Background: an optimization exercise with open tools, aiming at small area. Do not read the settings as production practice. In this exercise RTL edits were held to simulation tests only and were not proved equivalent to the original.

== the previous run ==
==> flow/design.v <==
module id_stage_rf_wmux (
    input  logic        wen,
    input  logic        keep,
    input  logic [31:0] d,
    input  logic [31:0] q,
    output logic [31:0] y
);
    assign y = ({32{wen}} & d) | ({32{keep}} & q);
endmodule
module id_stage_rf_ao3 (
    input  logic [2:0] sel,
    input  logic [2:0] d,
    output logic       y_n
);
    assign y_n = !(|(sel & d));
endmodule
module id_stage_rf_ao2 (
    input  logic [1:0] sel,
    input  logic [1:0] d,
    output logic       y_n
);
    assign y_n = !(|(sel & d));
endmodule
module id_stage_rf_or11 (
    input  logic [10:0] a_n,
    output logic        y
);
    assign y = !(&a_n);
endmodule
module id_stage_rf_rbit (
    input  logic [31:0] sel,
    input  logic [31:0] d,
    output logic        y
);
    logic [10:0] w_g_n;
    genvar gk;
    generate
        for (gk = 0; gk < 10; gk++) begin : g_ao3
            id_stage_rf_ao3 u_ao3 (.sel(sel[3*gk +: 3]), .d(d[3*gk +: 3]), .y_n(w_g_n[gk]));
        end
    endgenerate
    id_stage_rf_ao2 u_ao2 (.sel(sel[31:30]), .d(d[31:30]), .y_n(w_g_n[10]));
    id_stage_rf_or11 u_or (.a_n(w_g_n), .y(w_d));
    logic w_d;
    assign y = w_d;
endmodule
module id_stage #(
    parameter logic [31:0] NOP_INSTR = 32'h00000000
) (
    input  logic        clk,
    input  logic        rst_n,
    input  logic        if_valid,
    input  logic [31:0] if_instr,
    output logic        if_ready,
    output logic        ex_valid,
    input  logic        ex_ready,
    output logic [31:0] ex_instr,
    output logic [31:0] ex_gr1,
    output logic [31:0] ex_gr2,
    input  logic        flush,
    input  logic        wb_en,
    input  logic [4:0]  wb_addr,
    input  logic [31:0] wb_data
);
    logic [31:0] r_regs [1:31];
    logic [31:0] w_next [1:31];
    logic [31:1] r_wr;
    logic [31:1] w_wen;
    logic [31:0] w_sel1;
    logic [31:0] w_sel2;
    logic [4:0]  w_rs;
    logic [4:0]  w_rt;
    logic        w_accept;
    logic        w_hold;
    logic [31:0] w_d1;
    logic [31:0] w_d2;
    logic [31:0] w_instr;
    logic        r_ex_valid;
    logic [31:0] r_ex_instr;
    logic [31:0] r_ex_gr1;
    logic [31:0] r_ex_gr2;
    assign w_rs = if_instr[25:21];
    assign w_rt = if_instr[20:16];
    assign if_ready = !flush && (!r_ex_valid || ex_ready);
    assign w_accept = if_valid && if_ready;
    assign w_hold   = !flush && !w_accept;
    assign w_sel1[0] = w_hold;
    assign w_sel2[0] = w_hold;
    genvar gi, gj;
    generate
        for (gi = 1; gi < 32; gi++) begin : g_rf
            assign w_wen[gi]  = wb_en && (wb_addr == 5'(gi));
            assign w_sel1[gi] = w_accept && r_wr[gi] && (w_rs == 5'(gi));
            assign w_sel2[gi] = w_accept && r_wr[gi] && (w_rt == 5'(gi));
            id_stage_rf_wmux u_wmux (
                .wen(w_wen[gi]), .keep(!w_wen[gi]), .d(wb_data), .q(r_regs[gi]), .y(w_next[gi])
            );
            always_ff @(posedge clk) begin
                r_regs[gi] <= w_next[gi];
            end
            always_ff @(posedge clk or negedge rst_n) begin
                if (!rst_n)          r_wr[gi] <= 1'b0;
                else if (w_wen[gi])  r_wr[gi] <= 1'b1;
            end
        end
        for (gj = 0; gj < 32; gj++) begin : g_rd
            logic [31:0] w_col1;
            logic [31:0] w_col2;
            assign w_col1[0] = r_ex_gr1[gj];
            assign w_col2[0] = r_ex_gr2[gj];
            for (gi = 1; gi < 32; gi++) begin : g_col
                assign w_col1[gi] = r_regs[gi][gj];
                assign w_col2[gi] = r_regs[gi][gj];
            end
            id_stage_rf_rbit u_rd1 (.sel(w_sel1), .d(w_col1), .y(w_d1[gj]));
            id_stage_rf_rbit u_rd2 (.sel(w_sel2), .d(w_col2), .y(w_d2[gj]));
        end
    endgenerate
    id_stage_rf_wmux u_imux (
        .wen(w_accept), .keep(w_hold), .d(if_instr), .q(r_ex_instr), .y(w_instr)
    );
    always_ff @(posedge clk or negedge rst_n) begin
        if (!rst_n) begin
            r_ex_valid <= 1'b0;
            r_ex_instr <= NOP_INSTR;
            r_ex_gr1   <= '0;
            r_ex_gr2   <= '0;
        end else begin
            r_ex_gr1 <= w_d1;
            r_ex_gr2 <= w_d2;
            r_ex_instr <= w_instr | ({32{flush}} & NOP_INSTR);
            if (flush) begin
                r_ex_valid <= 1'b0;
            end else if (w_accept) begin
                r_ex_valid <= 1'b1;
            end else if (ex_ready) begin
                r_ex_valid <= 1'b0;
            end
        end
    end
    assign ex_valid = r_ex_valid;
    assign ex_instr = r_ex_instr;
    assign ex_gr1   = r_ex_gr1;
    assign ex_gr2   = r_ex_gr2;
endmodule
export LEC_CHECK = 0
export CAP_MARGIN = 20
export CORE_MARGIN = 2
export CORE_UTILIZATION = 60
export PLACE_DENSITY = 0.7
export SLEW_MARGIN = 20
export SYNTH_HIERARCHICAL = 1
export SYNTH_MINIMUM_KEEP_SIZE = 0
create_clock -name core_clock -period 5.0 [get_ports {clk}]
standard.sh (not shown) runs the stock make flow with config.mk's settings and CLKGATE_MAP_FILE= SYNTH_SCRIPT=/design/flow/synth_recipe.tcl, a recipe that flattens the netlist after the stock synthesis.
==> flow/flow/run.sh <==
#!/bin/bash
set -o pipefail
export BUFFER_PORTS_ARGS="-buffer_cell sky130_fd_sc_hd__buf_1"
export CTS_ARGS="-sink_clustering_enable -repair_clock_nets -dont_use_dummy_load -buf_list sky130_fd_sc_hd__clkbuf_8 -sink_clustering_size 14 -sink_clustering_max_diameter 70"
bash standard.sh finish > standard.log 2>&1
Both conditions hold for the previous run: the flow ran to the end and the final layout passed the timing, design-rule and antenna checks.
Edits applied to the flow inputs when going from the previous run to the current run:
- PLACE_DENSITY removed (was 0.7)
- CORE_UTILIZATION changed from 60 to 40
- CTS_BUF_LIST newly set to sky130_fd_sc_hd__clkbuf_4
==> flow/run.sh (new file) <==
#!/bin/bash
# synth_recipe.tcl (not shown) runs the flow's synth.tcl, then flattens the netlist and writes it again
# the make line also repeats each setting of config.mk as NAME=value (left out here)
make -C /OpenROAD-flow-scripts/flow DESIGN_CONFIG=/design/flow/config.mk WORK_HOME=/design/flow/orfs CLKGATE_MAP_FILE= SYNTH_SCRIPT=/design/flow/synth_recipe.tcl finish
removed: flow/flow/run.sh
removed: flow/standard.sh
==> comparison <==
- For the maximum cell stage delay along the critical path, the current run came in 0.48 ns lower than the previous run did.
- The current run vs the previous run on worst setup slack: the current run is the higher one.
- For the current run, the critical path startpoint was r_ex_valid, unlike the previous run, where it was if_instr[23].
- Final worst hold slack: the current run > the previous run

-- separate check: timing with driven ports --
No port has a modelled driver above. Below, the same layouts with a new extraction and two added sets of constraints. Step 1, drivers: a clkbuf_16 drives clk and a buf_2 each remaining input, both assumed. Step 2 adds t to the input delays and takes it off the output delays; t is the mean of the earliest and latest rising clock arrival at the registers after step 1. Input paths then give back, and output paths get back, about the clock's delay inside the block. Slacks: ideal ports / drivers / drivers and shift; pairs: ideal ports / drivers.
| run | shift t [ns] | slack for setup (ns) | clock arrival spread, ns | worst slew at a driven data input, ns |
|---|---|---|---|---|
| the previous run | 0.806 | 1.270 / 1.301 / 0.494 | 0.095 / 0.095 | 0.06 |
| the current run | 1.238 | 1.341 / 1.275 / 0.642 | 0.132 / 0.132 | 0.06 |
After both steps every run listed still meets setup and hold. For the previous run, which loses most, drivers alone change the setup slack by +0.031 ns; drivers and shift together by -0.776 ns.
